This is an optimization exercise on Yosys and OpenROAD, whose aim is small area, not a production implementation.
RTL that was checked went through simulation tests only; none was proved equivalent to the original.
No functional check of the RTL was part of run 2.
No activity file was given, so power comes from the tool's default toggle rates.

===== design.v =====
`default_nettype none
package dlx_isa_pkg;
   localparam int data_width     = 32;
   localparam int pc_width       = 20;
   localparam int reg_addr_width = 5;
   localparam int imm_width      = 16;
   localparam int opcode_width   = 6;
   localparam int func_width     = 6;
   localparam int alu_op_width   = 3;
   localparam int opcode_lsb = 26;
   localparam int rs1_lsb    = 21;
   localparam int rs2_lsb    = 16;
   localparam int rd_lsb     = 11;
   typedef logic [data_width-1:0]     data_t;
   typedef logic [pc_width-1:0]       pc_t;
   typedef logic [reg_addr_width-1:0] reg_addr_t;
   localparam pc_t pc_reset = '0;
   typedef enum logic [opcode_width-1:0] {
      op_rtype = 6'h00,
      op_beqz  = 6'h04,
      op_bnez  = 6'h05,
      op_addi  = 6'h08,
      op_lw    = 6'h23,
      op_sw    = 6'h2b
   } opcode_e;
   typedef enum logic [func_width-1:0] {
      fn_add = 6'h20,
      fn_sub = 6'h22,
      fn_and = 6'h24,
      fn_or  = 6'h25,
      fn_xor = 6'h26,
      fn_slt = 6'h2a
   } func_e;
   typedef enum logic [alu_op_width-1:0] {
      alu_add,
      alu_sub,
      alu_and,
      alu_or,
      alu_xor,
      alu_slt
   } alu_op_e;
endpackage
`default_nettype wire
`default_nettype none
package dlx_pipe_pkg;
   typedef enum logic [1:0] {
      fwd_none,
      fwd_ex_mem,
      fwd_mem_wb
   } fwd_sel_e;
   typedef struct packed {
      logic      valid;
      logic [2:0] alu_op;
      logic      use_imm;
      logic [31:0] imm;
      logic [31:0] a;
      logic [31:0] b;
      logic [4:0] rs1;
      logic [4:0] rs2;
      logic [4:0] rd;
      logic      reg_wr_en;
      logic      mem_rd_en;
      logic      mem_wr_en;
      logic      is_branch;
      logic      branch_on_zero;
      logic [19:0] next_pc;
   } id_ex_t;
   typedef struct packed {
      logic [31:0] alu_data;
      logic [31:0] store_data;
      logic [4:0] rd;
      logic      reg_wr_en;
      logic      mem_rd_en;
      logic      mem_wr_en;
   } ex_mem_t;
   typedef struct packed {
      logic [31:0] alu_data;
      logic [4:0] rd;
      logic      reg_wr_en;
      logic      mem_to_reg;
   } mem_wb_t;
   typedef struct packed {
      logic [4:0] rd;
      logic      wr_en;
      logic [31:0] data;
   } wb_t;
   typedef struct packed {
      logic take;
      logic [19:0]target;
   } redirect_t;
endpackage
`default_nettype wire
`timescale 1ns/1ns
`default_nettype none
module fetch_stage (
   input  logic        clk,
   input  logic        arst_n,
   input  logic        upd,
   input  logic        add_imm,
   input  logic [15:0] imm,
   output logic [19:0] pc
);
   logic [19:0] pc_add, pc_next;
   logic [20:0] pc_c;
   assign pc_add = add_imm ? {{4{imm[15]}}, imm} : 20'd4;
   assign pc_c[0] = 1'b0;
   for (genvar i = 0; i < 20; i++) begin : g_add
      assign pc_next[i] = pc[i] ^ pc_add[i] ^ pc_c[i];
      assign pc_c[i+1]  = (pc[i] & pc_add[i]) | (pc_c[i] & (pc[i] ^ pc_add[i]));
   end
   always_ff @(posedge clk or negedge arst_n) begin
      if (!arst_n) begin
         pc <= 20'd0;
      end else if (upd) begin
         pc <= pc_next;
      end
   end
endmodule
`default_nettype wire
`timescale 1ns/1ns
`default_nettype none
module rf_dec (
   input  logic [4:0]  addr,
   output logic [31:1] sel
);
   for (genvar i = 1; i < 32; i++) begin : g_sel
      assign sel[i] = (addr == 5'(i));
   end
endmodule
module rf_hit (
   input  logic sel,
   input  logic en,
   input  logic all,
   output logic h,
   output logic hn
);
   assign hn = !(all || (en && sel));
   assign h  = !hn;
endmodule
module rf_wmux (
   input  logic       h,
   input  logic       hn,
   input  logic [3:0] d,
   input  logic [3:0] t,
   output logic [3:0] y
);
   assign y = ({4{h}} & d) | ({4{hn}} & t);
endmodule
module rf_aoi3 (
   input  logic [2:0] s,
   input  logic [2:0] d,
   output logic       y_n
);
   assign y_n = !(|(s & d));
endmodule
module rf_aoi2 (
   input  logic [1:0] s,
   input  logic [1:0] d,
   output logic       y_n
);
   assign y_n = !(|(s & d));
endmodule
module reg_file (
   input  logic       clk,
   input  logic [4:0] rd_addr,
   input  logic [4:0] wr_addr,
   input  logic       wr_en,
   input  logic       wr_all,
   input  logic [3:0] wr_data,
   output logic [3:0] rd_data
);
   logic [31:1] rsel, wsel;
   logic [3:0]  tap [32];
   assign tap[0] = 4'b0;
   rf_dec rdec_i (.addr(rd_addr), .sel(rsel));
   rf_dec wdec_i (.addr(wr_addr), .sel(wsel));
   for (genvar i = 1; i < 32; i++) begin : g_reg
      logic [31:0] q;
      logic [3:0]  nin;
      logic        h, hn;
      rf_hit  hit_i  (.sel(wsel[i]), .en(wr_en), .all(wr_all), .h(h), .hn(hn));
      rf_wmux wmux_i (.h(h), .hn(hn), .d(wr_data), .t(q[3:0]), .y(nin));
      assign tap[i] = q[3:0];
      always_ff @(posedge clk) begin
         q <= {nin, q[31:4]};
      end
   end
   for (genvar b = 0; b < 4; b++) begin : g_rd
      logic [10:0] grp_n;
      for (genvar k = 0; k < 9; k++) begin : g_grp3
         rf_aoi3 aoi_i (
            .s   (rsel[3*k+3:3*k+1]),
            .d   ({tap[3*k+3][b], tap[3*k+2][b], tap[3*k+1][b]}),
            .y_n (grp_n[k])
         );
      end
      for (genvar k = 0; k < 2; k++) begin : g_grp2
         rf_aoi2 aoi_i (
            .s   (rsel[2*k+29:2*k+28]),
            .d   ({tap[2*k+29][b], tap[2*k+28][b]}),
            .y_n (grp_n[9+k])
         );
      end
      assign rd_data[b] = !(&grp_n);
   end
endmodule
`default_nettype wire
`timescale 1ns/1ns
`default_nettype none
module execute_stage (
   input  logic       clk,
   input  logic       first,
   input  logic [3:0] a,
   input  logic [3:0] b,
   input  logic       sub_mode,
   input  logic       op_and,
   input  logic       op_or,
   input  logic       op_xor,
   output logic [3:0] sum,
   output logic [3:0] res,
   output logic       lt
);
   logic       carry_q;
   logic [3:0] bop, p, g;
   logic [4:0] c;
   assign bop  = b ^ {4{sub_mode}};
   assign c[0] = first ? sub_mode : carry_q;
   assign p = a ^ bop;
   assign g = a & bop;
   for (genvar i = 0; i < 4; i++) begin : g_add
      assign sum[i] = p[i] ^ c[i];
      assign c[i+1] = g[i] | (c[i] & p[i]);
   end
   assign lt = (a[3] ^ b[3]) ? a[3] : sum[3];
   always_comb begin
      if (op_and)      res = g;
      else if (op_or)  res = p | g;
      else if (op_xor) res = p;
      else             res = sum;
   end
   always_ff @(posedge clk) begin
      carry_q <= c[4];
   end
endmodule
`default_nettype wire
`timescale 1ns/1ns
`default_nettype none
module dlx_core (
   input  logic        clk,
   input  logic        arst_n,
   output logic        instr_rd_en,
   output logic [19:0] instr_addr,
   input  logic [31:0] instruction,
   output logic        data_rd_en,
   output logic        data_wr_en,
   output logic [31:0] data_addr,
   input  logic [31:0] data_read,
   output logic [31:0] data_write
);
   localparam logic [1:0] st_f1  = 2'd0;
   localparam logic [1:0] st_f2  = 2'd1;
   localparam logic [1:0] st_hold = 2'd2;  
   localparam logic [1:0] st_bub = 2'd3;   
   logic [2:0]  ph;
   logic [1:0]  st;
   logic        clr_q;
   logic        rd_en_q;
   logic [19:0] pc;
   logic        zacc_q;
   logic        lt_q;
   logic        pend_q;
   logic [4:0]  srd_q;
   logic [27:0] asr;
   logic [31:0] bsr;
   logic ph0, ph6, ph7;
   assign ph0 = (ph == 3'd0);
   assign ph6 = (ph == 3'd6);
   assign ph7 = (ph == 3'd7);
   logic [5:0] opc, fn;
   logic is_r, is_addi, is_lw, is_sw, is_beqz, is_bnez;
   logic f_add, f_sub, f_and, f_or, f_xor, f_slt, known_r;
   assign opc     = instruction[31:26];
   assign fn      = instruction[5:0];
   assign is_r    = (opc == 6'h00);
   assign is_addi = (opc == 6'h08);
   assign is_lw   = (opc == 6'h23);
   assign is_sw   = (opc == 6'h2b);
   assign is_beqz = (opc == 6'h04);
   assign is_bnez = (opc == 6'h05);
   assign f_add   = is_r && (fn == 6'h20);
   assign f_sub   = is_r && (fn == 6'h22);
   assign f_and   = is_r && (fn == 6'h24);
   assign f_or    = is_r && (fn == 6'h25);
   assign f_xor   = is_r && (fn == 6'h26);
   assign f_slt   = is_r && (fn == 6'h2a);
   assign known_r = f_add || f_sub || f_and || f_or || f_xor || f_slt;
   logic needs_b, fb, fx, fw, last, hold;
   assign needs_b = known_r || is_sw;
   assign hold = pend_q && ph0 && (st == st_f1) && is_addi;
   assign fb   = (st == st_f1) && needs_b;
   assign fx   = ((st == st_f1) && !needs_b && !hold) || ((st == st_f2) && needs_b);
   assign fw   = (st == st_f2) && !needs_b;
   assign last = (fx && !is_lw) || fw;
   logic [3:0] a, a_rf, b, wd;
   logic [4:0] wa, ra;
   logic       we, slt_wr;
   assign slt_wr = pend_q && ph0;
   assign wa = slt_wr ? srd_q : (is_r ? instruction[15:11] : instruction[20:16]);
   assign ra = fb ? instruction[20:16] : instruction[25:21];
   assign b  = bsr[3:0];
   assign a  = {a_rf[3:1], a_rf[0] || (slt_wr && lt_q && ra == srd_q)};
   reg_file reg_file_i (
      .clk     (clk),
      .rd_addr (ra),
      .wr_addr (wa),
      .wr_en   (we),
      .wr_all  (clr_q),
      .wr_data (wd),
      .rd_data (a_rf)
   );
   logic [3:0] imm_nib, bsel, res, sum;
   logic       sub_mode, lt;
   always_comb begin
      case (ph)
         3'd0:    imm_nib = instruction[3:0];
         3'd1:    imm_nib = instruction[7:4];
         3'd2:    imm_nib = instruction[11:8];
         3'd3:    imm_nib = instruction[15:12];
         default: imm_nib = {4{instruction[15]}};
      endcase
   end
   assign sub_mode = f_sub || f_slt;
   assign bsel     = is_r ? b : imm_nib;
   execute_stage execute_i (
      .clk      (clk),
      .first    (ph0),
      .a        (a),
      .b        (bsel),
      .sub_mode (sub_mode),
      .op_and   (f_and),
      .op_or    (f_or),
      .op_xor   (f_xor),
      .sum      (sum),
      .res      (res),
      .lt       (lt)
   );
   always_comb begin
      we = 1'b0;
      wd = 4'b0;
      if (slt_wr) begin
         we = 1'b1;
         wd = {3'b0, lt_q};
      end else if (fx) begin
         we = is_addi || known_r;
         wd = f_slt ? 4'b0 : res;
      end else if (fw) begin
         we = 1'b1;
         wd = ph0 ? data_read[3:0] : bsr[3:0];
      end
   end
   assign data_addr  = {sum, asr};
   assign data_write = {bsr[3:0], bsr[31:4]};
   assign data_rd_en = fx && ph7 && is_lw && !clr_q;
   assign data_wr_en = fx && ph7 && is_sw && !clr_q;
   logic zero, taken, pc_inc, go;
   assign go     = (st != st_bub) && (st != st_hold);
   assign zero   = !(zacc_q || (a != 4'b0));
   assign taken  = go && fx && ph7 && ((is_beqz && zero) || (is_bnez && !zero));
   assign pc_inc = go && ph6 && last;
   fetch_stage fetch_i (
      .clk     (clk),
      .arst_n  (arst_n),
      .upd     (pc_inc || taken),
      .add_imm (ph[0]),
      .imm     (instruction[15:0]),
      .pc      (pc)
   );
   assign instr_addr  = pc;
   assign instr_rd_en = rd_en_q;
   always_ff @(posedge clk) begin
      zacc_q  <= (!ph0 && zacc_q) || (a != 4'b0);
      lt_q    <= lt;
      srd_q   <= instruction[15:11];
      asr <= {sum, asr[27:4]};
      if (fw && ph0) bsr <= {bsr[3:0], data_read[31:4]};
      else           bsr <= {fb ? a : bsr[3:0], bsr[31:4]};
   end
   always_ff @(posedge clk or negedge arst_n) begin
      if (!arst_n) begin
         ph      <= 3'd0;
         st      <= st_bub;
         clr_q   <= 1'b1;
         pend_q  <= 1'b0;
         rd_en_q <= 1'b0;
      end else begin
         ph      <= {ph[2] ^ (ph[1] & ph[0]), ph[1] ^ ph[0], !ph[0]};
         rd_en_q <= 1'b1;
         pend_q  <= ph7 && fx && f_slt && (instruction[15:11] != 5'd0);
         if (hold) st <= st_hold;
         if (ph7) begin
            clr_q <= 1'b0;
            if (!go || last) st <= taken ? st_bub : st_f1;
            else             st <= st_f2;
         end
      end
   end
endmodule
`default_nettype wire

===== flow/run.sh =====
#!/bin/bash
# The standard layout (the standard.sh: ORFS from synthesis to finish)
# with two changes: the port buffers use the smallest buffer cell, and
# clock tree synthesis uses clkbuf_8 clusters and adds no dummy loads.
set -euo pipefail
export BUFFER_PORTS_ARGS="-buffer_cell sky130_fd_sc_hd__buf_1"
export CTS_ARGS="-sink_clustering_enable -repair_clock_nets -dont_use_dummy_load -buf_list sky130_fd_sc_hd__clkbuf_16 -sink_clustering_size 32 -sink_clustering_max_diameter 60"
bash standard.sh > standard_flow.log 2>&1

===== standard.sh =====
#!/bin/bash
# synth_recipe.tcl (not shown) runs the flow's synth.tcl, then flattens the netlist and writes it again
# the make line also repeats each setting of config.mk as NAME=value (left out here)
make -C /OpenROAD-flow-scripts/flow DESIGN_CONFIG=/design/flow/config.mk WORK_HOME=/design/flow/orfs CLKGATE_MAP_FILE= SYNTH_SCRIPT=/design/flow/synth_recipe.tcl "${@:-finish}"

===== config.mk =====
export PLATFORM = sky130hd
export DESIGN_NAME = dlx_core
export DESIGN_NICKNAME = dlx_core
export VERILOG_FILES = /design/flow/design.v
export SDC_FILE = /design/flow/constraint.sdc
export NUM_CORES = 4
export LEC_CHECK = 0
export CAP_MARGIN = 20
export CORE_MARGIN = 2
export CORE_UTILIZATION = 40
export PLACE_DENSITY = 0.6
export SLEW_MARGIN = 20
export SYNTH_HIERARCHICAL = 1

===== constraint.sdc =====
create_clock -name core_clock -period 10.0 [get_ports {clk}]
set_input_delay 2.0000 -clock core_clock [delete_from_list [all_inputs] [get_ports {clk}]]
set_output_delay 2.0000 -clock core_clock [all_outputs]
set_load 0.01 [all_outputs]

==> summary.txt, run 1 <==
Finish
  – Antenna diode count: 0
  – Fill cells: 5,893
  – Signed area change from the synthesized netlist to the final layout: 10.8%
  – Fin nets: 2,039
  – Final std cell area, no fill: 29,900 um^2
  – Area used by sequential logic in the layout: 21,900 um^2
  – Final non-filler cell total: 2,807
  – Fraction of layout cells with a size suffix above 1: 0.0827
  – Area occupied by multi-input gates: 4930 um^2

Floorplan
  – Initial core utilization: 0.403
  – Die Wd: 264 um
  – # rows: 95
  – Standard cell core area: 67,000 um^2
  – Die Y: 264 um
  – Ports: 153
  – Die footprint: 69,600 um^2

Synthesis
  – Post-synth design cell area: 27,000 um^2
  – Gate count of the mapped netlist: 1,736
  – Number of distinct library cells after synthesis: 59
  – Share of the synthesized area in the top cell type: 0.786
  – Most used flip-flop cell after synthesis: dfxtp_1
  – Syn avg cell area: 15.6 um^2
  – Async SR Flop Fraction: 0.0257
  – Largest area contributor in the netlist: dfxtp_1
  – Count of state elements after synthesis: 1,088
  – Ranking of synthesized cells by area: dfxtp_1 (79%), a22o_1 (4.1%), mux2_2 (2.5%)
  – Sequential cell area fraction in the yosys report: 0.812
  – Number of warnings issued by yosys: 11
  – Number of enable-type register cells in the synthesized netlist: 0
  – Number of nets in the synthesized netlist: 1,839

Clocking
  – Inserted Clock Buffers: 47
  – Clock Root Buffer: clkbuf_16
  – Resized Gates After CTS: 0
  – Number of buffers inserted to repair setup after CTS: 0
  – Number of sinks handled by clock tree synthesis: 1,088
  – Maximum root-to-sink buffer count: 3
  – Number of hold buffers added after CTS: 0
  – Clock transition time at the flip-flop clock pins of the worst setup and hold paths: 0.11 ns
  – Deepest level of the CTS H-tree: 2
  – Clock insertion delay at the later pin of the skew report: 0.64 ns
  – Clock tree from TritonCTS: done

Run status
  – Outcome: complete, no violations

STA
  – Part of the cycle the worst path needs: 0.959
  – Transition time of the tightest slew-check pin: 1.07 ns
  – Final critical path time including I/O delays and setup: 9.59 ns
  – Slew HR: 0.284
  – Final setup skew: 0.0966 ns
  – Final setup slack of the worst path: 0.410 ns
  – Hold Vio Cnt, Final: 0
  – Number of max-slew violations in the final report: 0
  – Number of endpoints failing setup at the final stage: 0
  – Unrepaired setup endpoints after global routing: no
  – Achievable frequency: 104 MHz

Global route
  – First-pass GRT wire length: 78,100 um
  – GR Overflow Total: 0
  – All-Layer GR Usage: 0.146
  – Number of antenna violations at the first check in global routing: 0
  – Largest net degree at the start of global routing: 66
  – Vias in the first global route: 13,100

Route
  – Pre-Repair DR Iteration Count: 7
  – Final wirelength: 51,700 um
  – Average wire per cell in the routed design: 18.4 um
  – Count of vias placed by the detailed router: 13,200
  – Final antenna-violating net count: 0
  – Average vias per placed instance: 4.72
  – Number of DRC violations after detailed routing: 0
  – Initial DRC Count: 1,089

Worst hold path
  – Startpoint of the most critical hold path: reg_file_i.g_reg[23].q[23]
  – Path type of the worst min-delay path: reg2reg

Worst setup path
  – First element of the critical path: instruction[0]
  – Type of the worst setup path: in2reg
  – Crit path capture type: flip-flop
  – Launching point of the worst reg2reg path: ph[0]
  – Data arrival time of the critical path: 10.09 ns
  – Required @ worst endpoint: 10.50 ns
  – Critical path destination: fetch_i.pc[19]
  – Launching element type of the critical path: input pin
  – FF-to-FF path depth: 25
  – Reg-to-Reg End: fetch_i.pc[19]
  – Setup slack on the worst flop-to-flop path: 1.24 ns
  – Largest fanout on the critical path: 2

Placed design
  – Number of placed instances, taps included: 2,760
  – HPWL Detailed: 35,100 um
  – Placer's final routability congestion estimate: 0.884
  – Port Buf Inserts: 152
  – Placement-stage cell area: 28,700 um^2
  – Dpl ws: -0.338 ns

Pwr
  – Pwr Total: 0.00708 W
  – VDD IR max: 0.133 mV
  – Leakage power: 12.0 nW
  – Pwr dens: 237 nW/um^2

Run
  – Maxcap violations: 0
[final cells by class]
class / count / area share
Clock buffer: 47 / 0.0393
Tap cell: 873 / 0.0365
Inverter: 28 / 0.00351
Sequential cell: 1088 / 0.733
Timing Repair Buffer: 167 / 0.0228
Multi-Input combinational cell: 604 / 0.165
[state kept, by name, summed over array words and instances (netlist names)]
register and flops:
bsr 32, lt_q 1, fetch_i.pc 20, reg_file_i.g.q 992, srd_q 5, pend_q 1, rd_en_q 1, zacc_q 1
clr_q 1, ph 3, execute_i.carry_q 1, st 2, asr 28
[cell usage in the layout, fill, tap and decap left out, types with 7 or more instances in the layout]
master        n
a21o_1       34
a21oi_1      49
a222oi_1     40
a22o_1      125
a22oi_2       8
and2_1       14
buf_1       152
buf_4        15
clkbuf_16    47
dfrtp_1      25
dfxtp_1    1060
fa_1         20
ha_1         15
inv_1        28
mux2_2       61
mux2i_1       7
nand2_1      20
nand2b_1     11
nand3_1      12
nand4_1      10
nor2_1       76
o21ai_0       8
xor2_1       11
[power by group]
group	internal (W)	switching, W
Clock	0.000843	0.00119
Combinational	0.000149	0.000294
Sequential	0.00452	0.0000924
Total	0.00551	0.00157
[worst min path at each step]
stage	end	cells after the start	slack, ns
CTS	reg_file_i.g_reg[23].q[9]	0	0.25
global route	reg_file_i.g_reg[23].q[9]	0	0.25
finish	reg_file_i.g_reg[23].q[19]	0	0.25
global placement	reg_file_i.g_reg[25].q[5]	0	0.31
detailed placement	reg_file_i.g_reg[12].q[7]	0	0.31
floorplan	reg_file_i.g_reg[10].q[0]	0	0.31
[synthesized netlist by cell type (13+ instances only)]
library cell and count:
a22o_1 125, a222oi_1 40, a21o_1 34, nor2_1 80
dfrtp_1 25, and2_1 14, ha_1 15, nand3_1 13
a21oi_1 49, mux2_2 61, fa_1 22, inv_1 28
dfxtp_1 1060, nand2_1 20
[metal layers]
metal,part of all wire,track usage
met1,0.46,0.201
met2,0.44,0.231
met3,0.066,0.0306
met4,0.033,0.0493
met5,0,0
[Yosys stat by module (local to each module, per instance)]
module         flops+latches  cell area, um^2  copies in the design  cells
rf_hit                     0             12.5                    31      2
fetch_stage               20             1250                     1     87
reg_file                 992            20000                     1   1008
rf_wmux                    0             35.0                    31      4
dlx_core                  75             3000                     1    266
rf_dec                     0              218                     2     46
execute_stage              1              428                     1     53
rf_aoi2                    0             12.5                     8      1
rf_aoi3                    0             10.0                    36      1
[worst max-delay path, stage by stage]
cell      delay, ns
buf_1          0.09
and2_1         0.17
ha_1           0.18
inv_1          0.08
fa_1           0.19
fa_1           0.18
inv_1          0.06
fa_1           0.42
fa_1           0.43
fa_1           0.43
fa_1           0.43
fa_2           0.38
fa_1           0.42
fa_1           0.43
fa_1           0.42
fa_1           0.42
fa_1           0.42
fa_1           0.42
fa_1           0.42
fa_1           0.42
fa_1           0.43
fa_2           0.38
fa_1           0.41
nand4b_1       0.20
o21ai_2        0.11
xor2_1         0.15
[stage by stage]
stage	util	hold WS, ns	TNS [ns]
floorplan	-	0.310	0
global placement	0.429	0.310	-0.423
detailed placement	0.429	0.312	-0.568
CTS	0.446	0.247	0
global route	0.446	0.247	0
finish	0.446	0.250	0
[kinds of logic after synthesis]
family,count (synthesis),share of synthesized area
AND/OR/NAND/NOR,197,0.0391
adder cells (fa/ha/maj),38,0.0236
buffers and inverters,44,0.00686
AO/OA/AOI/OAI,288,0.0864
other,1,0.000139
multiplexers,69,0.0284
flip-flops,1088,0.812
XOR/XNOR,11,0.00357
==> run 2: changes to the inputs <==
--- a/design.v
+++ b/design.v
@@ -129,11 +129,25 @@
 endmodule
-module rf_hit (
-   input  logic sel,
-   input  logic en,
-   input  logic all,
-   output logic h,
-   output logic hn
+module rf_wdec (
+   input  logic [4:0]  addr,
+   input  logic        en,
+   input  logic        all,
+   output logic [31:1] hit
+);
+   logic [3:0] lo;
+   logic [7:0] hi;
+   for (genvar j = 0; j < 4; j++) begin : g_lo
+      assign lo[j] = all || (en && addr[1:0] == 2'(j));
+   end
+   for (genvar k = 0; k < 8; k++) begin : g_hi
+      assign hi[k] = all || (addr[4:2] == 3'(k));
+   end
+   for (genvar i = 1; i < 32; i++) begin : g_hit
+      assign hit[i] = lo[i % 4] && hi[i / 4];
+   end
+endmodule
+module rf_inv (
+   input  logic a,
+   output logic y
 );
-   assign hn = !(all || (en && sel));
-   assign h  = !hn;
+   assign y = !a;
 endmodule
@@ -144,5 +158,5 @@
    input  logic [3:0] t,
-   output logic [3:0] y
+   output logic [3:0] y_n
 );
-   assign y = ({4{h}} & d) | ({4{hn}} & t);
+   assign y_n = ~(({4{h}} | t) & ({4{hn}} | d));
 endmodule
@@ -155,11 +169,6 @@
 endmodule
-module rf_aoi2 (
-   input  logic [1:0] s,
-   input  logic [1:0] d,
-   output logic       y_n
-);
-   assign y_n = !(|(s & d));
-endmodule
 module reg_file (
    input  logic       clk,
+   input  logic       arst_n,
+   input  logic       frame_end,
    input  logic [4:0] rd_addr,
@@ -171,7 +180,16 @@
 );
-   logic [31:1] rsel, wsel;
+   logic [31:1] rsel, hit;
    logic [3:0]  tap [32];
-   assign tap[0] = 4'b0;
+   logic [3:0]  wd_p, rd_raw;
+   logic        par;
+   always_ff @(posedge clk or negedge arst_n) begin
+      if (!arst_n) begin
+         par <= 1'b0;
+      end else begin
+         par <= par ^ frame_end;
+      end
+   end
+   assign wd_p = wr_data ^ {4{par}};
    rf_dec rdec_i (.addr(rd_addr), .sel(rsel));
-   rf_dec wdec_i (.addr(wr_addr), .sel(wsel));
+   rf_wdec wdec_i (.addr(wr_addr), .en(wr_en), .all(wr_all), .hit(hit));
    for (genvar i = 1; i < 32; i++) begin : g_reg
@@ -179,5 +197,5 @@
       logic [3:0]  nin;
-      logic        h, hn;
-      rf_hit  hit_i  (.sel(wsel[i]), .en(wr_en), .all(wr_all), .h(h), .hn(hn));
-      rf_wmux wmux_i (.h(h), .hn(hn), .d(wr_data), .t(q[3:0]), .y(nin));
+      logic        hn;
+      rf_inv  inv_i  (.a(hit[i]), .y(hn));
+      rf_wmux wmux_i (.h(hit[i]), .hn(hn), .d(wd_p), .t(q[3:0]), .y_n(nin));
       assign tap[i] = q[3:0];
@@ -189,3 +207,3 @@
       logic [10:0] grp_n;
-      for (genvar k = 0; k < 9; k++) begin : g_grp3
+      for (genvar k = 0; k < 10; k++) begin : g_grp3
          rf_aoi3 aoi_i (
@@ -196,11 +214,6 @@
       end
-      for (genvar k = 0; k < 2; k++) begin : g_grp2
-         rf_aoi2 aoi_i (
-            .s   (rsel[2*k+29:2*k+28]),
-            .d   ({tap[2*k+29][b], tap[2*k+28][b]}),
-            .y_n (grp_n[9+k])
-         );
-      end
-      assign rd_data[b] = !(&grp_n);
+      assign grp_n[10] = !(rsel[31] && tap[31][b]);
+      assign rd_raw[b] = !(&grp_n);
    end
+   assign rd_data = rd_raw ^ {4{par && rd_addr != 5'd0}};
 endmodule
@@ -313,2 +326,4 @@
       .clk     (clk),
+      .arst_n    (arst_n),
+      .frame_end (ph7),
       .rd_addr (ra),
--- a/flow/run.sh
+++ b/flow/run.sh
@@ -6,3 +6,3 @@
 export BUFFER_PORTS_ARGS="-buffer_cell sky130_fd_sc_hd__buf_1"
-export CTS_ARGS="-sink_clustering_enable -repair_clock_nets -dont_use_dummy_load -buf_list sky130_fd_sc_hd__clkbuf_16 -sink_clustering_size 32 -sink_clustering_max_diameter 60"
+export CTS_ARGS="-sink_clustering_enable -repair_clock_nets -dont_use_dummy_load -buf_list sky130_fd_sc_hd__clkbuf_8 -sink_clustering_size 20 -sink_clustering_max_diameter 50"
 bash standard.sh > standard_flow.log 2>&1
==> run 2 against run 1 <==
Routed wire length shrank 3.5%. Synthesized cell count shrank 0.92%. Total power is essentially flat. Maximum frequency fell by 1.5%. Combinational power up 2%. Register-to-register slack better by 0.20 ns. Critical path depth is 3 lower. Hold slack improved by 0.010 ns. Sequential share of layout area rose by 0.95 points. Area after synthesis is 1.6% lower. First-iteration DRC count is 8.7% lower. Setup slack worse by 0.15 ns.
==> summary.txt, run 2 <==
Route
  – Average wire per cell in the routed design: 17.7 um (-4.1%)
  – Number of DRC violations after detailed routing: 0 (unchanged)
  – Count of vias placed by the detailed router: 13,200 (-0.57%)
  – Final wirelength: 49,900 um (-3.5%)
  – Initial DRC Count: 994 (-8.7%)
  – Average vias per placed instance: 4.67 (-1.1%)
  – Pre-Repair DR Iteration Count: 5 (-2)
  – Final antenna-violating net count: 0 (unchanged)

Finish
  – Fraction of layout cells with a size suffix above 1: 0.105 (+0.0219)
  – Signed area change from the synthesized netlist to the final layout: 11.3%
  – Most common library cell in the layout ignoring fill and taps: dfxtp_1
  – Commonest cells after routing, fill and taps aside: dfxtp_1 (1,060), buf_1 (152), o22ai_1 (124), clkbuf_8 (80), inv_1 (60)
  – Final non-filler cell total: 2,823 (+0.57%)
  – Number of flip-flops in the largest register: 992 (unchanged)
  – Largest registers in the final layout: reg_file_i.g.q x992, bsr x32, asr x28
  – Register containing the most flip-flops in the final layout: reg_file_i.g.q
  – Antenna diode count: 0 (unchanged)
  – Fill cells: 5,759 (-2.3%)
  – Fin nets: 2,064 (+1.2%)

Clocking
  – Maximum root-to-sink buffer count: 3 (unchanged)
  – Deepest level of the CTS H-tree: 3 (+1)
  – Clock insertion delay at the later pin of the skew report: 0.68 ns (+0.04 ns)
  – Clock Root Buffer: clkbuf_8
  – Clock transition time at the flip-flop clock pins of the worst setup and hold paths: 0.10 ns (about the same)
  – Clock tree from TritonCTS: done
  – Number of sinks handled by clock tree synthesis: 1,089 (+0.092%)
  – Inserted Clock Buffers: 80 (+70%)

Placed design
  – Dpl ws: -0.372 ns (-0.0345 ns)
  – Number of placed instances, taps included: 2,742 (-0.65%)
  – HPWL Detailed: 34,000 um (-3.2%)
  – Placer's final routability congestion estimate: 0.887 (+0.31%)
  – Port Buf Inserts: 152 (unchanged)

Synthesis
  – Post-synth top cells: dfxtp_1 (1,060), o22ai_1 (124), inv_1 (60), mux2_2 (60), nor2_1 (53)
  – Number of distinct library cells after synthesis: 63 (+6.8%)
  – Gate count of the mapped netlist: 1,720 (-0.92%)
  – Share of the synthesized area in the top cell type: 0.799 (+0.0128)
  – Async SR Flop Fraction: 0.0266 (+0.000895)
  – Count of state elements after synthesis: 1,089 (+0.092%)
  – Number of enable-type register cells in the synthesized netlist: 0 (unchanged)
  – Most numerous cell in the Yosys netlist: dfxtp_1
  – Post-synth design cell area: 26,600 um^2 (-1.6%)
  – Ranking of synthesized cells by area: dfxtp_1 (80%), o22ai_1 (2.9%), mux2_2 (2.5%)
  – Most used flip-flop cell after synthesis: dfxtp_1
  – Number of nets in the synthesized netlist: 1,823 (-0.87%)
  – Sequential cell area fraction in the yosys report: 0.826 (+0.0142)
  – Largest area contributor in the netlist: dfxtp_1
  – Syn avg cell area: 15.5 um^2 (-0.69%)
  – Number of warnings issued by yosys: 11 (unchanged)

Floorplan
  – Ports: 153 (unchanged)
  – Die Y: 262 um (-0.79%)
  – # rows: 94 (-1.1%)
  – Die footprint: 68,500 um^2 (-1.6%)
  – Initial core utilization: 0.404 (+0.00134)
  – Standard cell core area: 65,700 um^2 (-1.9%)
  – Die Wd: 262 um (-0.79%)

Pwr
  – VDD IR max: 0.0965 mV (-27%)
  – Pwr dens: 240 nW/um^2 (+1.3%)
  – Pwr Total: 0.00709 W (about the same)
  – Leakage power: 11.5 nW (-3.8%)

STA
  – Final critical path time including I/O delays and setup: 9.74 ns (+0.147 ns)
  – Hold_ws: 0.260 ns (+0.0101 ns)
  – Unrepaired setup endpoints after global routing: no
  – Part of the cycle the worst path needs: 0.974 (+0.0147)
  – Final setup slack of the worst path: 0.263 ns (-0.147 ns)
  – Transition time of the tightest slew-check pin: 1.03 ns (-0.0319 ns)
  – Number of max-slew violations in the final report: 0 (unchanged)
  – Number of endpoints failing setup at the final stage: 0 (unchanged)
  – Slew HR: 0.306 (+0.0214)
  – Achievable frequency: 103 MHz (-1.5%)
  – Hold Vio Cnt, Final: 0 (unchanged)
  – Final setup skew: 0.0910 ns (-0.00551 ns)

Worst setup path
  – Data arrival time of the critical path: 7.74 ns (-2.35 ns)
  – Type of the worst setup path: in2out
  – Crit path capture type: output pin
  – Largest fanout on the critical path: 9 (+7)
  – Required @ worst endpoint: 8.00 ns (-2.50 ns)
  – Launching element type of the critical path: input pin

Global route
  – Vias in the first global route: 12,900 (-1.8%)
  – First-pass GRT wire length: 73,800 um (-5.4%)
  – Met3 Use GR: 0.0301 (-0.000482)
  – Largest net degree at the start of global routing: 32 (-52%)
  – Met1 global-route usage: 0.195 (-0.00583)
  – GRT busiest layer: met2
  – All-Layer GR Usage: 0.143 (-0.00340)
  – GR Util met2: 0.221 (-0.0104)
  – GR Overflow Total: 0 (unchanged)
  – Number of antenna violations at the first check in global routing: 0 (unchanged)

Worst hold path
  – Path type of the worst min-delay path: reg2reg

Run status
  – Outcome: complete, no violations

Run
  – Maxcap violations: 0 (unchanged)
run 2: cell types whose count changed in the layout (fill, tap and decap cells not counted), moves of 23 or more:
cell,before,now
o22ai_1,0,124
a22o_1,125,4
clkbuf_8,0,80
clkbuf_16,47,0
a21o_1,34,1
inv_1,28,60
a21oi_1,49,19
nor2_1,76,53
run 2: kinds of logic after synthesis:
group           count (synthesis)  share of synthesized area
other cells                     1                   0.000141
fa+ha+maj                      38                     0.0240
compound gates                257                     0.0684
mux                            62                     0.0262
xor+xnor                       21                    0.00692
simple gates                  172                     0.0362
buf+inv                        80                     0.0122
flops                        1089                      0.826
run 2: per-module statistics from Yosys, one instance, submodules excluded:
module | copies in the design | flip-flops and latches | cell area [um^2] | cells
dlx_core | 1 | 75 | 2990 | 272
rf_aoi3 | 40 | 0 | 10.0 | 1
reg_file | 1 | 993 | 20100 | 1021
rf_wmux | 31 | 0 | 25.0 | 4
fetch_stage | 1 | 20 | 1250 | 85
execute_stage | 1 | 1 | 428 | 53
rf_inv | 31 | 0 | 3.75 | 1
rf_dec | 1 | 0 | 218 | 46
rf_wdec | 1 | 0 | 302 | 48
run 2: worst max-delay path: stages:
cell	delay, ns
buf_1	0.09
or4_4	0.60
nor4b_4	0.26
o21ai_1	0.16
and2_1	0.21
nor3_4	0.19
buf_4	0.18
mux2_4	0.37
nand3b_1	0.27
nor2_1	0.15
a222oi_1	0.43
nand4_1	0.23
a2111oi_2	0.32
buf_4	0.16
xor2_1	0.17
a41o_1	0.20
fa_1	0.19
inv_1	0.06
fa_1	0.43
fa_1	0.40
inv_1	0.08
fa_1	0.44
buf_1	0.16
run 2: power breakdown:
part / total, W / switching [W] / internal, W
Combinational: 0.000451 / 0.000283 / 0.000168
Clock: 0.00192 / 0.00120 / 0.000719
Sequential: 0.00472 / 0.000116 / 0.00460
run 2: metal layers:
layer,part of all wire,up-vias
met5,0,-
met4,0.030,0
met3,0.061,91
met2,0.43,414
met1,0.48,6360
li1,-,6305
run 2: area by class of cell:
class	instances	area (um^2)	share of cell area
flip-flops and latches	1089	21900	0.742
multi-input cells	551	4420	0.150
well taps	864	1080	0.0366
inverters	60	225	0.00762
clock buffers	80	1100	0.0372
repair buffers	179	786	0.0266
run 2: path summary, 6_finish.rpt:
kind,cells past startpoint,end,slack [ns],start
worst max-delay path,23,data_addr[31],0.26,instruction[26]
worst min-delay path,0,reg_file_i.g_reg[17].q[27],0.26,reg_file_i.g_reg[17].q[31]
min in group asynchronous,2,rd_en_q,1.34,arst_n
worst min register to register,0,reg_file_i.g_reg[17].q[27],0.26,reg_file_i.g_reg[17].q[31]
max in group asynchronous,2,st[0],8.26,arst_n
worst max register to register,25,fetch_i.pc[19],1.44,ph[0]
run 2: timing repair:
| action | CTS | global route |
|---|---|---|
| hold endpoints to repair | 0 | 0 |
| pin swaps | 0 | 3 |
| hold buffers | 0 | 0 |
| resized for setup | 1 | 8 |
| setup buffers | 0 | 1 |
| setup endpoints to repair | 1 | 1 |
run 2: through the flow:
stage | utilization | cell area (um^2) | setup TNS, ns
after detailed placement | 0.432 | 28400 | -0.658
after global routing | 0.450 | 29600 | 0
after floorplan | - | 26600 | 0
after CTS | 0.449 | 29500 | 0
final | 0.450 | 29600 | 0
after global placement | 0.432 | 28400 | -0.497
==> run 3: changes to the inputs <==
--- a/design.v
+++ b/design.v
@@ -94,5 +94,14 @@
 `default_nettype none
+module pc_sel (
+   input  logic s,
+   input  logic sn,
+   input  logic d1,
+   input  logic d0,
+   output logic y
+);
+   assign y = (s && d1) || (sn && d0);
+endmodule
 module fetch_stage (
    input  logic        clk,
-   input  logic        arst_n,
+   input  logic        clr,
    input  logic        upd,
@@ -102,4 +111,5 @@
 );
-   logic [19:0] pc_add, pc_next;
+   logic [19:0] pc_add, pc_next, pc_d;
    logic [20:0] pc_c;
+   logic        s, sn;
    assign pc_add = add_imm ? {{4{imm[15]}}, imm} : 20'd4;
@@ -110,8 +120,9 @@
    end
-   always_ff @(posedge clk or negedge arst_n) begin
-      if (!arst_n) begin
-         pc <= 20'd0;
-      end else if (upd) begin
-         pc <= pc_next;
-      end
+   assign s  = upd && !clr;
+   assign sn = !upd && !clr;
+   for (genvar i = 0; i < 20; i++) begin : g_sel
+      pc_sel sel_i (.s(s), .sn(sn), .d1(pc_next[i]), .d0(pc[i]), .y(pc_d[i]));
+   end
+   always_ff @(posedge clk) begin
+      pc <= pc_d;
    end
@@ -386,3 +397,3 @@
       .clk     (clk),
-      .arst_n  (arst_n),
+      .clr     (clr_q),
       .upd     (pc_inc || taken),
==> run 3 against run 2 <==
Clock skew shrank 0.019 ns. Global-route usage up 0.10 points. Critical path type unchanged. Register-to-register slack better by 0.03 ns. Count of clock-buffer cells in the layout is 1 lower. Critical path depth did not move. Utilization is 0.089 points lower. Combinational power grew 4%. Sequential share of layout area is 0.059 points lower. Clock power is essentially flat. Non-clock buffer count grew 3. Die area shrank 0.55%.
==> summary.txt, run 3 <==
Run status
  – Outcome: complete, no violations

Placed design
  – Placement-stage cell area: 28,300 um^2 (-0.43%)
  – Port Buf Inserts: 152 (unchanged)
  – HPWL Detailed: 33,800 um (-0.65%)
  – Dpl ws: -0.309 ns (+0.0630 ns)
  – Placer's final routability congestion estimate: 0.905 (+2.1%)

Worst hold path
  – Path type of the worst min-delay path: reg2reg
  – Hold Path Stages: 0 (unchanged)
  – Endpoint with the worst hold slack: reg_file_i.g_reg[25].q[7]
  – Startpoint of the most critical hold path: reg_file_i.g_reg[25].q[11]

Pwr
  – Part of the total power dissipated in combinational logic: 0.066 (+0.002)
  – Switching power total: 0.00161 W (+0.86%)
  – VDD IR max: 0.0871 mV (-9.7%)
  – Design internal power: 0.00549 W (about the same)
  – Pwr Total: 0.00710 W (+0.19%)
  – Pwr dens: 241 nW/um^2 (+0.57%)
  – Switching part of the total power: 0.227 (+0.00150)
  – Leakage power: 11.4 nW (-0.79%)
  – Sequential share of power: 0.665 (about the same)
  – Clock network fraction of design power: 0.270 (about the same)

Route
  – Count of vias placed by the detailed router: 13,200 (+0.24%)
  – Number of DRC violations after detailed routing: 0 (unchanged)
  – Routed wl met3: 3450 um (+13%)
  – Average vias per placed instance: 4.67 (about the same)
  – Routed length on met2: 20,900 um (-3.5%)
  – Metal1 wirelength: 23,800 um (+0.29%)
  – Final antenna-violating net count: 0 (unchanged)
  – Final wirelength: 49,600 um (-0.61%)
  – Average wire per cell in the routed design: 17.5 um (-0.78%)
  – Initial DRC Count: 1,155 (+16%)
  – Top layer in use: met4
  – Pre-Repair DR Iteration Count: 6 (+1)

Finish
  – Final std cell area, no fill: 29,500 um^2 (-0.38%)
  – Antenna diode count: 0 (unchanged)
  – Fraction of layout cells with a size suffix above 1: 0.0973 (-0.00739)
  – Largest registers in the final layout: reg_file_i.g.q x992, bsr x32, asr x28
  – Number of flip-flops in the largest register: 992 (unchanged)
  – Utilization after layout: 0.449 (-0.000891)
  – Signed area change from the synthesized netlist to the final layout: 11.5%
  – Area used by sequential logic in the layout: 21,800 um^2 (-0.46%)
  – Fill cells: 5,820 (+1.1%)
  – Commonest cells after routing, fill and taps aside: dfxtp_1 (1,080), buf_1 (152), o22ai_1 (124), clkbuf_8 (79), inv_1 (62)
  – Fin nets: 2,069 (+0.24%)
  – Area occupied by multi-input gates: 4380 um^2 (-0.99%)
  – Most common library cell in the layout ignoring fill and taps: dfxtp_1
  – Register containing the most flip-flops in the final layout: reg_file_i.g.q

Worst setup path
  – Required @ worst endpoint: 8.00 ns (about the same)
  – Launching element type of the critical path: input pin
  – Worst-path cell with the longest stage delay: or4_4
  – FF-to-FF path depth: 25 (unchanged)
  – Launching point of the worst reg2reg path: ph[0]
  – Delay of the slowest critical-path stage: 0.60 ns (about the same)
  – Most Frequent Cell on Critical Path: fa_1
  – Largest fanout on the critical path: 9 (unchanged)
  – Number of buffers and inverters on the critical path: 6 (unchanged)
  – Data arrival time of the critical path: 7.76 ns (+0.02 ns)
  – Crit path capture type: output pin
  – Crit-path cells: buf_1 > or4_4 > nor4b_4 > o21ai_1 > and2_1 > nor3_2 > buf_6 > mux2_2 > or3b_4 > nor2_1 > a222oi_1 > nand4_1 > a2111oi_2 > buf_4 > xor2_1 > a41o_1 > fa_1 > inv_1 > fa_1 > fa_1 > inv_1 > fa_1 > buf_1
  – Top Family by Delay on Critical Path: simple AND/OR/NAND/NOR gates
  – Type of the worst setup path: in2out
  – Reg-to-Reg End: fetch_i.pc[19]
  – Setup slack on the worst flop-to-flop path: 1.47 ns (+0.03 ns)

Clocking
  – Deepest level of the CTS H-tree: 3 (unchanged)
  – Clock transition time at the flip-flop clock pins of the worst setup and hold paths: 0.10 ns (about the same)
  – Inserted Clock Buffers: 79 (-1.3%)
  – Clock tree from TritonCTS: done
  – Clock insertion delay at the later pin of the skew report: 0.68 ns (about the same)
  – Number of sinks handled by clock tree synthesis: 1,089 (unchanged)
  – Maximum root-to-sink buffer count: 3 (unchanged)
  – Clock Root Buffer: clkbuf_8

Synthesis
  – Most used flip-flop cell after synthesis: dfxtp_1
  – Ranking of synthesized cells by area: dfxtp_1 (82%), o22ai_1 (2.9%), mux2_2 (1.8%)
  – Most numerous cell in the Yosys netlist: dfxtp_1
  – Syn avg cell area: 15.4 um^2 (-0.61%)
  – Async SR Flop Fraction: 0.00826 (-0.0184)
  – Post-synth top cells: dfxtp_1 (1,080), o22ai_1 (124), inv_1 (62), nor2_1 (54), a222oi_1 (44)
  – Count of state elements after synthesis: 1,089 (unchanged)
  – Number of nets in the synthesized netlist: 1,824 (+0.055%)
  – Share of the synthesized area in the top cell type: 0.818 (+0.0196)
  – Number of enable-type register cells in the synthesized netlist: 0 (unchanged)
  – Number of distinct library cells after synthesis: 63 (unchanged)
  – Post-synth design cell area: 26,400 um^2 (-0.56%)
  – Gate count of the mapped netlist: 1,721 (+0.058%)
  – Sequential cell area fraction in the yosys report: 0.827 (+0.000827)
  – Largest area contributor in the netlist: dfxtp_1
  – Number of warnings issued by yosys: 11 (unchanged)

Run
  – Maxcap violations: 0 (unchanged)

STA
  – Unrepaired setup endpoints after global routing: no
  – Hold Vio Cnt, Final: 0 (unchanged)
  – Number of endpoints failing setup at the final stage: 0 (unchanged)
  – Final setup slack of the worst path: 0.241 ns (-0.0229 ns)
  – Number of max-slew violations in the final report: 0 (unchanged)
  – Slew HR: 0.310 (+0.00410)
  – Final critical path time including I/O delays and setup: 9.76 ns (+0.0229 ns)
  – Part of the cycle the worst path needs: 0.976 (+0.00229)
  – Final setup skew: 0.0720 ns (-0.0190 ns)
  – Transition time of the tightest slew-check pin: 1.03 ns (-0.00148 ns)
  – Achievable frequency: 102 MHz (-0.23%)

Global route
  – First-pass GRT wire length: 74,300 um (+0.73%)
  – All-Layer GR Usage: 0.144 (+0.00103)
  – GR Overflow Total: 0 (unchanged)
  – Number of antenna violations at the first check in global routing: 0 (unchanged)
  – Largest net degree at the start of global routing: 32 (unchanged)
  – Vias in the first global route: 12,900 (-0.24%)

Floorplan
  – Standard cell core area: 65,600 um^2 (-0.18%)
  – Die Y: 261 um (-0.27%)
  – Die footprint: 68,100 um^2 (-0.55%)
  – Initial core utilization: 0.403 (-0.00153)
  – Die Wd: 261 um (-0.27%)
  – # rows: 94 (unchanged)
  – Ports: 153 (unchanged)
## run 3: cell count changes after synthesis, sizes merged, moves of 2 or more
cell and delta:
a22o +20, buf -2, dfrtp -20, dfxtp +20, inv +2, mux2 -17, mux2i -2, xnor2 +2
## run 3: how the worst max path moves through the flow
stage	cells after the start	to	from	slack, ns
2_1_floorplan	25	fetch_i.pc[19]	instruction[0]	0.03
5_1_grt	24	data_addr[31]	instruction[26]	0.004
3_5_place_dp	26	fetch_i.pc[19]	instruction[0]	-0.31
3_3_place_gp	26	fetch_i.pc[19]	instruction[0]	-0.29
4_1_cts	23	data_addr[31]	instruction[26]	0.03
6_report	23	data_addr[31]	instruction[26]	0.24
## run 3: kinds of logic after synthesis
| logic type | count (synthesis) | share of synthesized area |
|---|---|---|
| flops | 1089 | 0.827 |
| compound gates | 276 | 0.0750 |
| simple gates | 172 | 0.0364 |
| buf+inv | 80 | 0.0119 |
| mux | 43 | 0.0183 |
| fa+ha+maj | 38 | 0.0241 |
| xor+xnor | 22 | 0.00729 |
| other cells | 1 | 0.000142 |
## run 3: metrics by stage
step,hold WS [ns],TNS [ns],instances
2_1_floorplan,0.310,0,1721
3_3_place_gp,0.310,-0.333,2746
3_5_place_dp,0.312,-0.375,2746
4_1_cts,0.284,0,2825
5_1_grt,0.264,0,2828
6_report,0.282,0,2828
## run 3: worst reg2reg max path, stage by stage (launching register included)
cell	delay [ns]
dfrtp_1	0.41
and2_1	0.14
ha_1	0.17
inv_1	0.07
fa_1	0.19
fa_1	0.17
inv_1	0.05
fa_1	0.41
fa_2	0.39
fa_1	0.42
fa_1	0.43
fa_1	0.43
fa_1	0.43
fa_1	0.43
fa_1	0.42
fa_1	0.43
fa_1	0.42
fa_1	0.43
fa_1	0.43
fa_1	0.42
fa_1	0.42
fa_1	0.42
fa_1	0.41
xnor2_1	0.20
xnor2_1	0.09
a22o_1	0.20
## run 3: power by group through the flow
stage	sequential [W]	clock [W]	combinational [W]
6_report	0.00472	0.00191	0.000468
5_1_grt	0.00475	0.00214	0.000511
2_1_floorplan	0.00482	0	0.000197
3_5_place_dp	0.00483	0	0.000464
3_3_place_gp	0.00482	0	0.000465
4_1_cts	0.00473	0.00200	0.000468
## run 3: layout make-up
| cell class | count | share of cell area |
|---|---|---|
| Clock buffer | 79 | 0.0369 |
| Multi-Input combinational cell | 552 | 0.149 |
| Sequential cell | 1089 | 0.742 |
| Tap cell | 864 | 0.0367 |
| Inverter | 62 | 0.00790 |
| Timing Repair Buffer | 182 | 0.0280 |
## run 3: Yosys stat by module (local to each module, per instance)
module	cells	cell area [um^2]
reg_file	1021	20100
dlx_core	272	2990
fetch_stage	66	927
execute_stage	53	428
rf_wdec	48	302
rf_dec	46	218
rf_wmux	4	25.0
rf_aoi3	1	10.0
pc_sel	1	8.76
rf_inv	1	3.75
## run 3: what timing repair did
item                       in CTS  in global routing
resized for setup               0                 12
setup endpoints to repair       0                  1
hold buffers                    0                  0
setup buffers                   0                  3
## run 3: routing by layer
layer / global-route usage / up-vias
met3: 0.0293 / 103
met1: 0.203 / 6285
met5: 0 / -
met2: 0.217 / 478
li1: - / 6335
met4: 0.0578 / 0
==> run 4: changes to the inputs <==
--- a/config.mk
+++ b/config.mk
@@ -9,4 +9,4 @@
 export CORE_MARGIN = 2
-export CORE_UTILIZATION = 40
-export PLACE_DENSITY = 0.6
+export CORE_UTILIZATION = 60
+export PLACE_DENSITY = 0.8
 export SLEW_MARGIN = 20
==> run 4 against run 3 <==
Setup slack got worse by 0.042 ns. Sequential power rose by 0.8%. Maximum frequency decreased by 0.43%. First-iteration DRC count is 9.4% higher. Sequential share of layout area is 1.5 points higher. Count of clock-buffer cells in the layout fell by 11. Global-route usage rose by 8.4 points. Synthesized cell count did not move. Utilization up 22 points. Flip-flop and latch count stayed put. Clock power shrank 6%. Design area down 2.0%.
==> summary.txt, run 4 <==
Run status
  – Outcome: complete, no violations

Synthesis
  – Ranking of synthesized cells by area: dfxtp_1 (82%), o22ai_1 (2.9%), mux2_2 (1.8%)
  – Share of the synthesized area in the top cell type: 0.818 (unchanged)
  – Gate count of the mapped netlist: 1,721 (unchanged)
  – Largest area contributor in the netlist: dfxtp_1
  – Number of distinct library cells after synthesis: 63 (unchanged)
  – Count of state elements after synthesis: 1,089 (unchanged)
  – Most numerous cell in the Yosys netlist: dfxtp_1
  – Async SR Flop Fraction: 0.00826 (unchanged)
  – Number of enable-type register cells in the synthesized netlist: 0 (unchanged)
  – Number of warnings issued by yosys: 11 (unchanged)
  – Sequential cell area fraction in the yosys report: 0.827 (unchanged)
  – Most used flip-flop cell after synthesis: dfxtp_1
  – Post-synth top cells: dfxtp_1 (1,080), o22ai_1 (124), inv_1 (62), nor2_1 (54), a222oi_1 (44)
  – Syn avg cell area: 15.4 um^2 (unchanged)
  – Post-synth design cell area: 26,400 um^2 (unchanged)
  – Number of nets in the synthesized netlist: 1,824 (unchanged)

STA
  – Final setup skew: 0.0671 ns (-0.00494 ns)
  – Transition time of the tightest slew-check pin: 0.912 ns (-0.121 ns)
  – Final critical path time including I/O delays and setup: 9.80 ns (+0.0425 ns)
  – Achievable frequency: 102 MHz (-0.43%)
  – Number of endpoints failing setup at the final stage: 0 (unchanged)
  – Number of max-slew violations in the final report: 0 (unchanged)
  – Hold Vio Cnt, Final: 0 (unchanged)
  – Final setup slack of the worst path: 0.198 ns (-0.0425 ns)
  – Hold_ws: 0.311 ns (+0.0291 ns)
  – Part of the cycle the worst path needs: 0.980 (+0.00425)
  – Unrepaired setup endpoints after global routing: yes
  – Slew HR: 0.390 (+0.0807)

Route
  – Initial DRC Count: 1,263 (+9.4%)
  – Routed wl met3: 4170 um (+21%)
  – Average wire per cell in the routed design: 20.7 um (+18%)
  – Average vias per placed instance: 5.38 (+15%)
  – Final antenna-violating net count: 0 (unchanged)
  – Metal1 wirelength: 22,500 um (-5.6%)
  – Routed length on met2: 22,300 um (+6.8%)
  – Final wirelength: 52,200 um (+5.2%)
  – Count of vias placed by the detailed router: 13,600 (+3.0%)
  – Top layer in use: met5
  – Pre-Repair DR Iteration Count: 12 (+6)
  – Number of DRC violations after detailed routing: 0 (unchanged)

Worst setup path
  – Type of the worst setup path: in2out
  – Largest fanout on the critical path: 9 (unchanged)
  – Data arrival time of the critical path: 7.80 ns (+0.04 ns)
  – Required @ worst endpoint: 8.00 ns (about the same)
  – Launching element type of the critical path: input pin
  – Crit path capture type: output pin

Finish
  – Fraction of layout cells with a size suffix above 1: 0.0871 (-0.0101)
  – Register containing the most flip-flops in the final layout: reg_file_i.g.q
  – Fill cells: 2,869 (-51%)
  – Number of flip-flops in the largest register: 992 (unchanged)
  – Fin nets: 2,045 (-1.2%)
  – Most common library cell in the layout ignoring fill and taps: dfxtp_1
  – Signed area change from the synthesized netlist to the final layout: 9.27%
  – Commonest cells after routing, fill and taps aside: dfxtp_1 (1,080), buf_1 (152), o22ai_1 (124), clkbuf_8 (68), inv_1 (62)
  – Final std cell area, no fill: 28,900 um^2 (-2.0%)
  – Utilization after layout: 0.667 (+0.219)
  – Largest registers in the final layout: reg_file_i.g.q x992, bsr x32, asr x28

Placed design
  – Port Buf Inserts: 152 (unchanged)
  – HPWL Detailed: 36,400 um (+7.8%)
  – Placer's final routability congestion estimate: 0.927 (+2.5%)
  – Dpl ws: -0.431 ns (-0.122 ns)
  – Placement-stage cell area: 27,900 um^2 (-1.5%)

Clocking
  – Maximum root-to-sink buffer count: 3 (unchanged)
  – Clock insertion delay at the later pin of the skew report: 0.65 ns (-0.03 ns)
  – Inserted Clock Buffers: 68 (-14%)
  – Clock tree from TritonCTS: done
  – Clock transition time at the flip-flop clock pins of the worst setup and hold paths: 0.11 ns (about the same)
  – Clock Root Buffer: clkbuf_8
  – Deepest level of the CTS H-tree: 3 (unchanged)
  – Number of sinks handled by clock tree synthesis: 1,089 (unchanged)

Global route
  – First-pass GRT wire length: 76,300 um (+2.7%)
  – Largest net degree at the start of global routing: 32 (unchanged)
  – Number of antenna violations at the first check in global routing: 5 (+5)
  – GR Overflow Total: 0 (unchanged)
  – All-Layer GR Usage: 0.228 (+0.0841)
  – Vias in the first global route: 13,200 (+2.2%)

Floorplan
  – # rows: 76 (-19%)
  – Die Wd: 214 um (-18%)
  – Ports: 153 (unchanged)
  – Die footprint: 45,700 um^2 (-33%)
  – Initial core utilization: 0.611 (+0.208)
  – Die Y: 214 um (-18%)
  – Standard cell core area: 43,300 um^2 (-34%)

Pwr
  – VDD IR max: 0.136 mV (+56%)
  – Pwr dens: 242 nW/um^2 (+0.47%)
  – Leakage power: 11.3 nW (-1.2%)

Worst hold path
  – Path type of the worst min-delay path: reg2reg

Run
  – Maxcap violations: 0 (unchanged)
[run 4: area by class of cell]
type | count | area, um^2 | area share
sequential | 1089 | 21800 | 0.757
multi-input combinational | 552 | 4410 | 0.153
clock buffer | 68 | 936 | 0.0324
tap | 585 | 732 | 0.0253
timing repair buffer | 169 | 711 | 0.0246
inverter | 62 | 233 | 0.00806
antenna | 2 | 5.00 | 0.000173
[run 4: worst paths after layout]
check	from	to	slack, ns	cells past startpoint
worst max-delay path	instruction[26]	data_addr[31]	0.20	21
worst min-delay path	reg_file_i.g_reg[4].q[20]	reg_file_i.g_reg[4].q[16]	0.31	0
worst min register to register	reg_file_i.g_reg[4].q[20]	reg_file_i.g_reg[4].q[16]	0.31	0
min in group asynchronous	arst_n	ph[0]	1.34	1
max in group asynchronous	arst_n	rd_en_q	8.21	1
worst max register to register	ph[0]	fetch_i.pc[19]	1.14	25
[run 4: modules after synthesis, one instance, submodules excluded, a selection]
module / flip-flops and latches / cells inside / cell area (um^2) / times used
pc_sel: 0 / 1 / 8.76 / 20
reg_file: 993 / 1021 / 20100 / 1
rf_wdec: 0 / 48 / 302 / 1
rf_dec: 0 / 46 / 218 / 1
execute_stage: 1 / 53 / 428 / 1
rf_wmux: 0 / 4 / 25.0 / 31
fetch_stage: 20 / 66 / 927 / 1
rf_inv: 0 / 1 / 3.75 / 31
dlx_core: 75 / 272 / 2990 / 1
[run 4: metrics by stage]
| stage | total power (W) | cells | TNS (ns) |
|---|---|---|---|
| 2_1_floorplan | 0.00502 | 1721 | 0 |
| 3_3_place_gp | 0.00527 | 2456 | -0.238 |
| 3_5_place_dp | 0.00529 | 2456 | -0.551 |
| 4_1_cts | 0.00703 | 2524 | 0 |
| 5_1_grt | 0.00725 | 2526 | -0.00958 |
| 6_report | 0.00700 | 2527 | 0 |
[run 4: per-layer routing]
metal / up-vias / track usage
met5: - / 0.00108
met4: 2 / 0.144
met3: 174 / 0.0510
li1: 6302 / -
met1: 6433 / 0.295
met2: 689 / 0.351
[run 4: worst max-delay path: stages]
cell,delay [ns]
buf_1,0.12
or4_4,0.62
nor4b_4,0.30
o21ai_1,0.16
and2_1,0.21
nor3_4,0.35
mux2_4,0.40
nand3b_1,0.20
nor2_1,0.13
a222oi_1,0.42
nand4_1,0.23
a2111oi_4,0.36
xor2_1,0.22
a41o_1,0.21
fa_1,0.19
inv_1,0.06
fa_1,0.43
fa_1,0.41
inv_1,0.08
fa_1,0.51
buf_1,0.18
[run 4: timing repair]
action / CTS / global route
setup buffers: 0 / 1
pin swaps: 0 / 4
hold buffers: 0 / 0
setup endpoints to repair: 1 / 3
hold endpoints to repair: 0 / 0
resized for setup: 2 / 12
[run 4: logic make-up after synthesis]
family	after synthesis	share of synthesized area
xor gates and xnor gates	22	0.00729
AOI/OAI and AO/OA	276	0.0750
buffers and inverters	80	0.0119
adders and majority gates	38	0.0241
DFF	1089	0.827
other	1	0.000142
muxes	43	0.0183
and+or+nand+nor	172	0.0364
[run 4: report_power, final]
part	internal, W	switching, W
clock	0.000617	0.00117
sequential	0.00460	0.000154
combinational	0.000172	0.000284
total	0.00539	0.00161
==> run 5: changes to the inputs <==
--- a/flow/run.sh
+++ b/flow/run.sh
@@ -6,3 +6,3 @@
 export BUFFER_PORTS_ARGS="-buffer_cell sky130_fd_sc_hd__buf_1"
-export CTS_ARGS="-sink_clustering_enable -repair_clock_nets -dont_use_dummy_load -buf_list sky130_fd_sc_hd__clkbuf_8 -sink_clustering_size 20 -sink_clustering_max_diameter 50"
+export CTS_ARGS="-sink_clustering_enable -repair_clock_nets -dont_use_dummy_load -buf_list sky130_fd_sc_hd__clkbuf_8 -sink_clustering_size 20 -sink_clustering_max_diameter 80"
 bash standard.sh > standard_flow.log 2>&1
--- a/config.mk
+++ b/config.mk
@@ -9,4 +9,4 @@
 export CORE_MARGIN = 2
-export CORE_UTILIZATION = 60
-export PLACE_DENSITY = 0.8
+export CORE_UTILIZATION = 40
+export PLACE_DENSITY = 0.6
 export SLEW_MARGIN = 20
==> run 5 against run 4 <==
Critical path depth grew 2. Area after synthesis is the same. Utilization shrank 22 points. First-iteration DRC count down 3.9%. Non-clock buffer count increased by 13.
==> summary.txt, run 5 <==
Clocking
  – Clock insertion delay at the later pin of the skew report: 0.69 ns (+0.04 ns)
  – Number of sinks handled by clock tree synthesis: 1,089 (unchanged)
  – Inserted Clock Buffers: 61 (-10%)
  – Clock Root Buffer: clkbuf_8
  – Clock tree from TritonCTS: done
  – Clock transition time at the flip-flop clock pins of the worst setup and hold paths: 0.10 ns (about the same)
  – Maximum root-to-sink buffer count: 3 (unchanged)
  – Deepest level of the CTS H-tree: 2 (-1)

Worst setup path
  – Most Frequent Cell on Critical Path: fa_1
  – Worst-path cell with the longest stage delay: or4_4
  – Top Family by Delay on Critical Path: simple AND/OR/NAND/NOR gates
  – Delay of the slowest critical-path stage: 0.60 ns (-0.02 ns)
  – Required @ worst endpoint: 8.00 ns (about the same)
  – Data arrival time of the critical path: 7.76 ns (-0.04 ns)
  – Launching element type of the critical path: input pin
  – Crit path capture type: output pin
  – Largest fanout on the critical path: 9 (unchanged)
  – Number of buffers and inverters on the critical path: 6 (+2)
  – Crit-path cells: buf_1 > or4_4 > nor4b_4 > o21ai_1 > and2_1 > nor3_2 > buf_6 > mux2_2 > or3b_4 > nor2_1 > a222oi_1 > nand4_1 > a2111oi_2 > buf_4 > xor2_1 > a41o_1 > fa_1 > inv_1 > fa_1 > fa_1 > inv_1 > fa_1 > buf_1
  – Type of the worst setup path: in2out

Finish
  – Area occupied by multi-input gates: 4380 um^2 (-0.74%)
  – Fill cells: 5,853 (+100%)
  – Fin nets: 2,051 (+0.29%)
  – Number of flip-flops in the largest register: 992 (unchanged)
  – Commonest cells after routing, fill and taps aside: dfxtp_1 (1,080), buf_1 (152), o22ai_1 (124), inv_1 (62), clkbuf_8 (61)
  – Fraction of layout cells with a size suffix above 1: 0.0889 (+0.00179)
  – Signed area change from the synthesized netlist to the final layout: 10.5%
  – Final std cell area, no fill: 29,200 um^2 (+1.1%)
  – Largest registers in the final layout: reg_file_i.g.q x992, bsr x32, asr x28
  – Register containing the most flip-flops in the final layout: reg_file_i.g.q
  – Area used by sequential logic in the layout: 21,800 um^2 (unchanged)
  – Most common library cell in the layout ignoring fill and taps: dfxtp_1

STA
  – Number of max-slew violations in the final report: 0 (unchanged)
  – Final setup skew: 0.0394 ns (-0.0277 ns)
  – Hold_ws: 0.301 ns (-0.00986 ns)
  – Final critical path time including I/O delays and setup: 9.76 ns (-0.0398 ns)
  – Number of endpoints failing setup at the final stage: 0 (unchanged)
  – Part of the cycle the worst path needs: 0.976 (-0.00398)
  – Final setup slack of the worst path: 0.238 ns (+0.0398 ns)
  – Transition time of the tightest slew-check pin: 1.03 ns (+0.118 ns)
  – Slew HR: 0.312 (-0.0786)
  – Aggregate negative setup slack: 0 ns (unchanged)
  – Hold Vio Cnt, Final: 0 (unchanged)
  – Achievable frequency: 102 MHz (+0.41%)

Synthesis
  – Sequential cell area fraction in the yosys report: 0.827 (unchanged)
  – Most used flip-flop cell after synthesis: dfxtp_1
  – Number of distinct library cells after synthesis: 63 (unchanged)
  – Most numerous cell in the Yosys netlist: dfxtp_1
  – Gate count of the mapped netlist: 1,721 (unchanged)
  – Number of warnings issued by yosys: 11 (unchanged)
  – Largest area contributor in the netlist: dfxtp_1
  – Number of nets in the synthesized netlist: 1,824 (unchanged)
  – Ranking of synthesized cells by area: dfxtp_1 (82%), o22ai_1 (2.9%), mux2_2 (1.8%)
  – Post-synth top cells: dfxtp_1 (1,080), o22ai_1 (124), inv_1 (62), nor2_1 (54), a222oi_1 (44)
  – Post-synth design cell area: 26,400 um^2 (unchanged)
  – Share of the synthesized area in the top cell type: 0.818 (unchanged)
  – Count of state elements after synthesis: 1,089 (unchanged)
  – Number of enable-type register cells in the synthesized netlist: 0 (unchanged)
  – Syn avg cell area: 15.4 um^2 (unchanged)
  – Async SR Flop Fraction: 0.00826 (unchanged)

Placed design
  – Placement-stage cell area: 28,300 um^2 (+1.6%)
  – HPWL Detailed: 33,800 um (-7.3%)
  – Dpl ws: -0.309 ns (+0.122 ns)
  – Placer's final routability congestion estimate: 0.905 (-2.4%)
  – Port Buf Inserts: 152 (unchanged)

Route
  – Number of DRC violations after detailed routing: 0 (unchanged)
  – Pre-Repair DR Iteration Count: 8 (-4)
  – Count of vias placed by the detailed router: 13,200 (-3.0%)
  – Average wire per cell in the routed design: 17.5 um (-15%)
  – Final antenna-violating net count: 0 (unchanged)
  – Average vias per placed instance: 4.69 (-13%)
  – Final wirelength: 49,300 um (-5.6%)
  – Initial DRC Count: 1,214 (-3.9%)

Run status
  – Outcome: complete, no violations

Worst hold path
  – Path type of the worst min-delay path: reg2reg

Floorplan
  – Die Wd: 261 um (+22%)
  – Die footprint: 68,100 um^2 (+49%)
  – Standard cell core area: 65,600 um^2 (+52%)
  – Initial core utilization: 0.403 (-0.208)
  – Die Y: 261 um (+22%)
  – Ports: 153 (unchanged)
  – # rows: 94 (+24%)

Pwr
  – Leakage power: 11.3 nW (about the same)
  – Pwr Total: 0.00689 W (-1.5%)
  – Pwr dens: 236 nW/um^2 (-2.6%)
  – VDD IR max: 0.0956 mV (-30%)

Global route
  – GR Overflow Total: 0 (unchanged)
  – All-Layer GR Usage: 0.142 (-0.0857)
  – Number of antenna violations at the first check in global routing: 0 (-5)
  – First-pass GRT wire length: 73,900 um (-3.2%)
  – Largest net degree at the start of global routing: 32 (unchanged)
  – Vias in the first global route: 12,700 (-3.3%)

Run
  – Maxcap violations: 0 (unchanged)
run 5: cell count changes in the layout (fill, tap and decap cells not counted), sizes merged:
cell,previous run,this run
buf,169,182
clkbuf,68,61
diode,2,1
run 5: cell type report:
cell class	instances	share of cell area
inverter	62	0.00797
multi-input combinational	552	0.150
sequential	1089	0.748
clock buffer	61	0.0287
tap	864	0.0370
timing repair buffer	182	0.0282
antenna	1	0.0000857
run 5: timing repair:
| action | CTS | global route |
|---|---|---|
| hold buffers | 0 | 0 |
| setup endpoints to repair | 0 | 1 |
| gates resized for setup | 0 | 12 |
| setup buffers | 0 | 3 |
run 5: stage by stage:
step | util | instances
2_1_floorplan | - | 1721
3_3_place_gp | 0.431 | 2746
3_5_place_dp | 0.431 | 2746
4_1_cts | 0.444 | 2807
5_1_grt | 0.445 | 2810
6_report | 0.445 | 2811
run 5: worst paths after layout:
check                                         start                        to  slack, ns  depth (start not counted)
max                                 instruction[26]             data_addr[31]       0.24                         23
min                        reg_file_i.g_reg[4].q[7]  reg_file_i.g_reg[4].q[3]       0.30                          0
min in group asynchronous                    arst_n                     ph[0]       1.33                          1
max in group asynchronous                    arst_n                   rd_en_q       8.23                          1
min reg2reg                reg_file_i.g_reg[4].q[7]  reg_file_i.g_reg[4].q[3]       0.30                          0
max reg2reg                                   ph[0]            fetch_i.pc[19]       1.51                         25
run 5: worst reg2reg max path, stage by stage, from the launching register on:
cell and delay, ns:
dfrtp_1 0.40, and2_1 0.14, ha_1 0.17, inv_1 0.07
fa_1 0.19, fa_1 0.17, inv_1 0.05, fa_1 0.41
fa_2 0.39, fa_1 0.42, fa_1 0.43, fa_1 0.43
fa_1 0.43, fa_1 0.43, fa_1 0.42, fa_1 0.43
fa_1 0.42, fa_1 0.42, fa_1 0.43, fa_1 0.42
fa_1 0.42, fa_1 0.42, fa_1 0.41, xnor2_1 0.20
xnor2_1 0.09, a22o_1 0.20
run 5: cell families after synthesis:
kind of cell,synth area share
AO/OA/AOI/OAI,0.0750
XOR/XNOR,0.00729
adder cells (fa/ha/maj),0.0241
buffers and inverters,0.0119
flip-flops,0.827
multiplexers,0.0183
other,0.000142
AND/OR/NAND/NOR,0.0364
run 5: per-module statistics from Yosys, one instance, submodules excluded, a selection:
module | cells | copies in the design | area, um^2
dlx_core | 272 | 1 | 2990
execute_stage | 53 | 1 | 428
rf_aoi3 | 1 | 40 | 10.0
reg_file | 1021 | 1 | 20100
rf_wdec | 48 | 1 | 302
fetch_stage | 66 | 1 | 927
rf_inv | 1 | 31 | 3.75
run 5: power by group:
part           switching, W  internal (W)
registers          0.000119       0.00460
logic              0.000292      0.000176
clock network       0.00115      0.000549
total               0.00156       0.00533
run 5: per-layer routing:
| layer | wire length [um] | GRT usage | part of all wire |
|---|---|---|---|
| met1 | 23600 | 0.204 | 0.48 |
| met2 | 20900 | 0.218 | 0.42 |
| met3 | 3450 | 0.0271 | 0.070 |
| met4 | 1340 | 0.0453 | 0.027 |
| met5 | 0 | 0 | 0 |

[afterwards: timing with drivers on the ports]
The results above use ideal ports. As a check the final layouts listed here were re-extracted and re-timed, cells and wires unchanged.
Step 1 assumes that a clkbuf_16 drives the clock port and a buf_2 every other input.
Step 2 also shifts input and output timing later by t, the mid clock arrival at the registers, as if the neighbouring blocks saw the same clock.
a / b / c = ideal ports / drivers / drivers and shift; a / b = the first two.
run | t, ns | setup WS [ns]
run 1 | 0.653 | 0.410 / 0.453 / -0.201
run 2 | 0.696 | 0.263 / 0.238 / -0.335
run 3 | 0.696 | 0.241 / 0.218 / -0.224
run 4 | 0.669 | 0.198 / 0.178 / -0.294
run 5 | 0.727 | 0.238 / 0.215 / -0.218
With both steps, setup timing fails in every run listed, where it was met with ideal ports.
